This is an optimization exercise on Yosys and OpenROAD, whose aim is a short achievable clock period, not a production implementation. Function was checked by simulation only, so behaviour that the tests miss may differ from the original. No activity file was given, so power comes from the tool's default toggle rates.

## icmp_tx_top
module icmp_tx_top #(
    parameter logic [47:0] board_mac = 48'h00_11_22_33_44_55,
    parameter logic [31:0]  board_ip  = {8'd192, 8'd168, 8'd1, 8'd123}
) (
    input  logic        clk,
    input  logic        rst_n,
    input  logic        start,
    input  logic [47:0] req_dest_mac,
    input  logic [31:0] req_dest_ip,
    input  logic [15:0] req_icmp_id,
    input  logic [15:0] req_icmp_seq,
    input  logic [15:0] req_payload_len,
    input  logic [31:0] req_payload_sum,
    input  logic [7:0]  payload_data,
    output logic        busy,
    output logic        payload_rd,
    output logic        gmii_tx_en,
    output logic [7:0]  gmii_txd,
    output logic        tx_done
);
Size: roughly 2700 cells after synthesis, ~800 flip-flops, ~180 I/O pins, ~34000 um2 of cells after synthesis.
==> flow/config.mk <==
export PLATFORM = sky130hd
export DESIGN_NAME = icmp_tx_top
export DESIGN_NICKNAME = icmp_tx_top
export VERILOG_FILES = /design/flow/design.v
export SDC_FILE = /design/flow/constraint.sdc
export NUM_CORES = 4
export LEC_CHECK = 0
export ABC_CLOCK_PERIOD_IN_PS = 2200
export CAP_MARGIN = 20
export CORE_MARGIN = 2
export CORE_UTILIZATION = 40
export PLACE_DENSITY = 0.6
export SETUP_SLACK_MARGIN = 3.0
export SLEW_MARGIN = 20
==> flow/constraint.sdc <==
create_clock -name core_clock -period 5.2 [get_ports {clk}]
set_input_delay 1.0400 -clock core_clock [delete_from_list [all_inputs] [get_ports {clk}]]
set_output_delay 1.0400 -clock core_clock [all_outputs]
set_load 0.01 [all_outputs]
run.sh (not shown) runs the stock make flow with config.mk's settings and CLKGATE_MAP_FILE= SYNTH_SCRIPT=/design/flow/synth_recipe.tcl, a recipe that flattens the netlist after the stock synthesis.
The first run finished with timing, DRC and antenna clean.
Rerun with:
Settings changed: ABC_CLOCK_PERIOD_IN_PS 2200 to 2500, SETUP_SLACK_MARGIN 3.0 to 2.6.
Result: Routed wire length went down by 5.5%. Synthesized cell count stays the same. Fmax went up by 1.5%. Total power went down by 12%. Global-route usage went down by 0.53 points. Area after synthesis does not change.


lane 1:
icmp_tx_top, a different RTL version from the one above (not shown whole).
For scale: ~180 I/O pins, about 0.025 mm^2 of cells after synthesis.
make LEC_CHECK=0 ABC_CLOCK_PERIOD_IN_PS=2300 CAP_MARGIN=20 CORE_MARGIN=2 CORE_UTILIZATION=40 CTS_CLUSTER_DIAMETER=150 CTS_CLUSTER_SIZE=30 PLACE_DENSITY=0.6 SETUP_SLACK_MARGIN=2.9 SLEW_MARGIN=20 finish   # period 5.2 ns
Lane 1 completed; timing, DRC and antenna clean
diff inputs: lane 1 => lane 2
- CTS_CLUSTER_SIZE no longer set, was 30
- CTS_CLUSTER_DIAMETER no longer set, was 150
Notes after the runs:
- Lane 2 went all the way through synthesis, placement and routing and the layout is clean on timing, DRC and antenna.
- Summary of lane 2 over lane 1: global-route usage picked up an extra 0.70 points; cell count picked up an extra about 2.6%.
- Of lane 1 and lane 2, lane 2 shows the lower combinational cell fraction of total power, with lane 1 above it.
- Going from lane 1 to lane 2, met2 track demand over resource went up 0.50 points; routed wire length went up 2.6%; fmax went up 0.63%; power consumed by the clock network went up 100%.
- Lane 1 → lane 2: fraction of power spent switching nets fell by 2.0 points; power density over the cells rose by 56 mW/mm^2; net count reported at finish rose by 45; first-pass GRT wire length rose by about 3%.
Input changes introduced in lane 3 (baseline for comparison: lane 2):
- swapping 0.6 for 0.7 in PLACE_DENSITY
- swapping 40 for 60 in CORE_UTILIZATION
Results
Lane 3 — non-clock inverter instance count of the final layout 1 lower, lane 2 as reference
Of lane 3 and lane 2, the lower first-pass iteration count of the detailed router belongs to lane 2.
A source of the critical timing path of payload_data[6] is what lane 3 shows, while payload_data[1] belongs to lane 2.
The post-route fraction of the period consumed by the critical path in lane 3 sits 0.48 points above the value recorded for lane 2.
Proportion of power drawn by combinational gates ends up lower on lane 2.
On highest achievable clock rate, lane 3 does worse than lane 2.
Lane 3 consumes less power than lane 2 does.


Setup of run 1:
Another version of the RTL of icmp_tx_top (not shown whole).
Size in the first run: ~2200 cells after synthesis, roughly 680 flip-flops, ~180 I/O pins, about 0.027 sq mm of cells after synthesis.
export LEC_CHECK = 0
export ABC_CLOCK_PERIOD_IN_PS = 2000
export CAP_MARGIN = 20
export CORE_MARGIN = 2
export CORE_UTILIZATION = 40
export PLACE_DENSITY = 0.6
export SETUP_SLACK_MARGIN = 3.2
export SLEW_MARGIN = 20
export SYNTH_HIERARCHICAL = 1
create_clock -name core_clock -period 5.2 [get_ports {clk}]
Run 1 has completed all stages; timing, DRC and antenna checks passed.
## Diff of input files: run 2 against run 1
Settings: a change of PLACE_DENSITY from 0.6 to 0.7; a change of ABC_CLOCK_PERIOD_IN_PS from 2000 to 2300; a change of SETUP_SLACK_MARGIN from 3.2 to 3.0; a change of CORE_UTILIZATION from 40 to 55.
Notes after the runs:
Diff run 1 -> run 2: total area of multi-input combinational cells saw a decrease; relative area of clock buffers and inverters in the final design saw a decrease; largest net degree at the start of global routing saw a decrease; total non-filler cell area in the finished layout saw a decrease. Switching power summed over all nets delta for run 2 relative to run 1: 0.11 mW lower. Changes observed in run 2 relative to run 1: via count level; peak supply drop moved up.
For run 3, these inputs were changed with respect to run 2:
Settings: PLACE_DENSITY changed from 0.7 to 0.6; CORE_UTILIZATION changed from 55 to 40.
## What came out
- Run 3 vs run 2, total power after layout went up by about 1.9%.
- Run 3 against run 2: sequential share of layout area now smaller; number of rows in the core area higher.

## static timing again, ports no longer ideal
In the flow no input, the clock included, has a driving cell. The finished layouts below were timed again as built, in two steps. Step 1 sets driving cells, clkbuf_16 on the clock port and buf_2 on the other inputs (assumed; they add their load-dependent delay and slew). Step 2 times the ports against the registers' clock, not the clock port: input delays grow and output delays shrink by t, the midpoint of the rising clock arrivals with the driver on. a / b / c = ideal / step 1 / step 2; a / b = the first two.
| run | t, ns | slack for setup (ns) | worst hold slack (ns) | slew at the worst register clock pin (ns) |
|---|---|---|---|---|
| the first run of note 1 | 0.699 | 2.041 / 2.041 / 2.041 | 0.354 / 0.354 / 0.354 | 0.06 / 0.06 |
| the second run of note 1 | 0.695 | 2.087 / 2.087 / 2.087 | 0.313 / 0.313 / 0.313 | 0.06 / 0.06 |
| lane 1 | 0.655 | 2.747 / 2.685 / 2.382 | 0.331 / 0.331 / 0.331 | 0.12 / 0.12 |
| lane 2 | 0.655 | 2.762 / 2.716 / 2.341 | 0.322 / 0.322 / 0.322 | 0.06 / 0.06 |
| lane 3 | 0.667 | 2.738 / 2.706 / 2.356 | 0.326 / 0.326 / 0.326 | 0.07 / 0.07 |
| run 1 | 0.661 | 2.814 / 2.772 / 2.451 | 0.325 / 0.325 / 0.325 | 0.06 / 0.06 |
| run 2 | 0.653 | 2.793 / 2.732 / 2.405 | 0.322 / 0.322 / 0.322 | 0.06 / 0.06 |
| run 3 | 0.662 | 2.815 / 2.781 / 2.266 | 0.318 / 0.318 / 0.318 | 0.06 / 0.06 |
After both steps every run listed still meets setup and hold. The setup slack of run 3, which loses most, moves by -0.034 ns with the drivers and by -0.549 ns with both steps.
